What follows belongs to an exercise in optimizing a design on an open flow for small area, a short achievable clock period and few clock cycles per item; a production flow would make more cautious choices.
Function was checked by simulation only, so behaviour that the tests miss may differ from the original.

## build 93
Design nn_top, start of the top module:
module nn_top #(
  parameter int data_w = 16,
  parameter int frac_w = 8
) (
  input  wire                clk,
  input  wire                rst_n,
  input  wire                in_valid_w1,
  input  wire                in_valid_w2,
  input  wire                in_valid_d,
  input  wire  [data_w-1:0]  weight1,
  input  wire  [data_w-1:0]  weight2,
  input  wire  [data_w-1:0]  data_point,
  output logic               out_valid,
  output logic [data_w-1:0]  out
);
For scale: about 3100 cells after synthesis, roughly 70 I/O pins, ~36000 sq um of cells after synthesis.
clock: 12.0 ns
lec_check: 0
cap_margin: 20
core_margin: 2
core_utilization: 40
slew_margin: 20
standard.sh (not shown) runs the stock make flow with config.mk's settings and CLKGATE_MAP_FILE= SYNTH_SCRIPT=/design/flow/synth_recipe.tcl, a recipe that flattens the netlist after the stock synthesis.
==> flow/flow/run.sh <==
#!/bin/bash
set -euo pipefail
M=7.0
B="-buffer_cell sky130_fd_sc_hd__buf_2"
R=orfs/results/sky130hd/nn_top/base
bash standard.sh SETUP_SLACK_MARGIN=$M "BUFFER_PORTS_ARGS=$B" synth > synth_flow.log 2>&1
cp $R/1_2_yosys.v $R/1_2_yosys_orig.v
python3 flow/fa_polarity.py $R/1_2_yosys_orig.v $R/1_2_yosys_fapol.v > fa_polarity.log 2>&1
python3 flow/out_adder.py $R/1_2_yosys_fapol.v $R/1_2_yosys_oadd.v > out_adder.log 2>&1
cp $R/1_2_yosys_oadd.v $R/1_2_yosys.v
rm -f $R/1_synth.odb $R/1_synth.sdc
bash standard.sh SETUP_SLACK_MARGIN=$M "BUFFER_PORTS_ARGS=$B" finish > standard_flow.log 2>&1
Other scripts of this flow, unchanged in this note and not shown: flow/flow/fa_polarity.py, flow/flow/out_adder.py
In summary, build 93 completed successfully, with a layout that passed the timing, design-rule and antenna checks.
Testbench counts of build 93, summed over its fixed seeds: cycles 22,400, inferences 3,200.
## Diff of input files: build 60 against build 93
- CORE_UTILIZATION now 60, was 40
==> flow/flow/run.sh <==
#!/bin/bash
set -euo pipefail
M=7.4
R=orfs/results/sky130hd/nn_top/base
bash standard.sh SETUP_SLACK_MARGIN=$M synth > synth_flow.log 2>&1
cp $R/1_2_yosys.v $R/1_2_yosys_orig.v
python3 flow/fa_polarity.py $R/1_2_yosys_orig.v $R/1_2_yosys_fapol.v > fa_polarity.log 2>&1
python3 flow/out_adder.py $R/1_2_yosys_fapol.v $R/1_2_yosys_oadd.v > out_adder.log 2>&1
cp $R/1_2_yosys_oadd.v $R/1_2_yosys.v
rm -f $R/1_synth.odb $R/1_synth.sdc
bash standard.sh SETUP_SLACK_MARGIN=$M finish > standard_flow.log 2>&1
## What came out
- Delta (build 60 minus build 93): area of the multi-input gates rose 1600 sq um; total wire length +about 6%.

Starting RTL as in the previous note.
clock: 12.0 ns
lec_check: 0
cap_margin: 20
core_margin: 2
core_utilization: 40
cts_buf_list: sky130_fd_sc_hd__clkbuf_8 sky130_fd_sc_hd__clkbuf_16
place_density: 0.75
slew_margin: 20
==> flow/flow/run.sh <==
#!/bin/bash
set -euo pipefail
M=7.0
B="-buffer_cell sky130_fd_sc_hd__buf_2"
R=orfs/results/sky130hd/nn_top/base
bash standard.sh SETUP_SLACK_MARGIN=$M "BUFFER_PORTS_ARGS=$B" synth > synth_flow.log 2>&1
cp $R/1_2_yosys.v $R/1_2_yosys_orig.v
python3 flow/fa_polarity.py $R/1_2_yosys_orig.v $R/1_2_yosys_fapol.v > fa_polarity.log 2>&1
python3 flow/out_adder.py $R/1_2_yosys_fapol.v $R/1_2_yosys_oadd.v > out_adder.log 2>&1
cp $R/1_2_yosys_oadd.v $R/1_2_yosys.v
rm -f $R/1_synth.odb $R/1_synth.sdc
bash standard.sh SETUP_SLACK_MARGIN=$M "BUFFER_PORTS_ARGS=$B" finish > standard_flow.log 2>&1
Other scripts of this flow, unchanged in this note and not shown: flow/flow/fa_polarity.py, flow/flow/out_adder.py
Testbench counts at the start, summed over its fixed seeds: cycles 22,400, inferences 3,200.
Change:
==> flow/flow/run.sh (replaced) <==
#!/bin/bash
set -euo pipefail
M=7.0
R=orfs/results/sky130hd/nn_top/base
bash standard.sh SETUP_SLACK_MARGIN=$M synth > synth_flow.log 2>&1
cp $R/1_2_yosys.v $R/1_2_yosys_orig.v
python3 flow/fa_polarity.py $R/1_2_yosys_orig.v $R/1_2_yosys_fapol.v > fa_polarity.log 2>&1
python3 flow/out_adder.py $R/1_2_yosys_fapol.v $R/1_2_yosys_oadd.v > out_adder.log 2>&1
cp $R/1_2_yosys_oadd.v $R/1_2_yosys.v
rm -f $R/1_synth.odb $R/1_synth.sdc
bash standard.sh SETUP_SLACK_MARGIN=$M finish > standard_flow.log 2>&1
CTS_BUF_LIST = default   (was sky130_fd_sc_hd__clkbuf_8 sky130_fd_sc_hd__clkbuf_16)
PLACE_DENSITY = default   (was 0.75)
What happened:
- The new run passed the timing, design-rule and antenna checks
- setup slack gains 0.024 ns
- core utilization rose by 0.75 points
- critical path depth shrinks by 9
- global-route usage rose by 0.89 points
- synthesized cell count stays the same
- die area is unchanged
Change:
--- a/flow/flow/run.sh
+++ b/flow/flow/run.sh
@@ -1,5 +1,5 @@
 #!/bin/bash
 set -euo pipefail
-M=7.0
+M=7.4
 R=orfs/results/sky130hd/nn_top/base
 bash standard.sh SETUP_SLACK_MARGIN=$M synth > synth_flow.log 2>&1
The new run finished clean; area after synthesis is unchanged; non-clock buffer count rose by 253; critical path depth rose by 1.
Change:
==> flow/flow/run.sh (replaced) <==
#!/bin/bash
set -euo pipefail
M=7.0
B="-buffer_cell sky130_fd_sc_hd__buf_2"
R=orfs/results/sky130hd/nn_top/base
bash standard.sh SETUP_SLACK_MARGIN=$M "BUFFER_PORTS_ARGS=$B" synth > synth_flow.log 2>&1
cp $R/1_2_yosys.v $R/1_2_yosys_orig.v
python3 flow/fa_polarity.py $R/1_2_yosys_orig.v $R/1_2_yosys_fapol.v > fa_polarity.log 2>&1
python3 flow/out_adder.py $R/1_2_yosys_fapol.v $R/1_2_yosys_oadd.v > out_adder.log 2>&1
cp $R/1_2_yosys_oadd.v $R/1_2_yosys.v
rm -f $R/1_synth.odb $R/1_synth.sdc
bash standard.sh SETUP_SLACK_MARGIN=$M "BUFFER_PORTS_ARGS=$B" finish > standard_flow.log 2>&1
CORE_UTILIZATION = 55   (was 40)
Effect: Routed wire length drops by a few percent; utilization climbs by 13 points; critical path depth climbs by 7; die area drops by a quarter to a third; clock skew climbs by 0.025 ns.

re-timing with driven ports:
No port has a modelled driver above. Below, the same layouts with a new extraction and two added sets of constraints. Step 1: set_driving_cell puts a clkbuf_16 on clk and a buf_2 on each other input, an assumption about the parent block. Step 2 adds t to the input delays and takes it off the output delays; t is the mean of the earliest and latest rising clock arrival at the registers after step 1. Input paths then give back, and output paths get back, about the clock's delay inside the block. Three values: no drivers, after step 1, after step 2; two values: the first two.
| run | shift t [ns] | slack for setup (ns) | hold WS [ns] | slew at the worst register clock pin (ns) | worst slew at a driven data input, ns |
|---|---|---|---|---|---|
| build 93 | 0.697 | 7.021 / 7.021 / 7.021 | 0.417 / 0.417 / 0.417 | 0.07 / 0.07 | 0.06 |
| build 60 | 0.696 | 7.034 / 7.034 / 7.034 | 0.415 / 0.415 / 0.415 | 0.07 / 0.07 | 0.05 |
| the first run of note 2 | 0.674 | 7.054 / 7.054 / 7.054 | 0.418 / 0.418 / 0.418 | 0.07 / 0.07 | 0.04 |
| the second run of note 2 | 0.680 | 7.078 / 7.011 / 7.099 | 0.410 / 0.410 / 0.410 | 0.07 / 0.07 | 0.06 |
| the third run of note 2 | 0.690 | 7.080 / 7.016 / 7.097 | 0.417 / 0.417 / 0.417 | 0.07 / 0.07 | 0.06 |
| the fourth run of note 2 | 0.691 | 7.065 / 7.056 / 7.065 | 0.418 / 0.418 / 0.418 | 0.07 / 0.07 | 0.05 |
After both steps setup and hold are still met in every run listed.
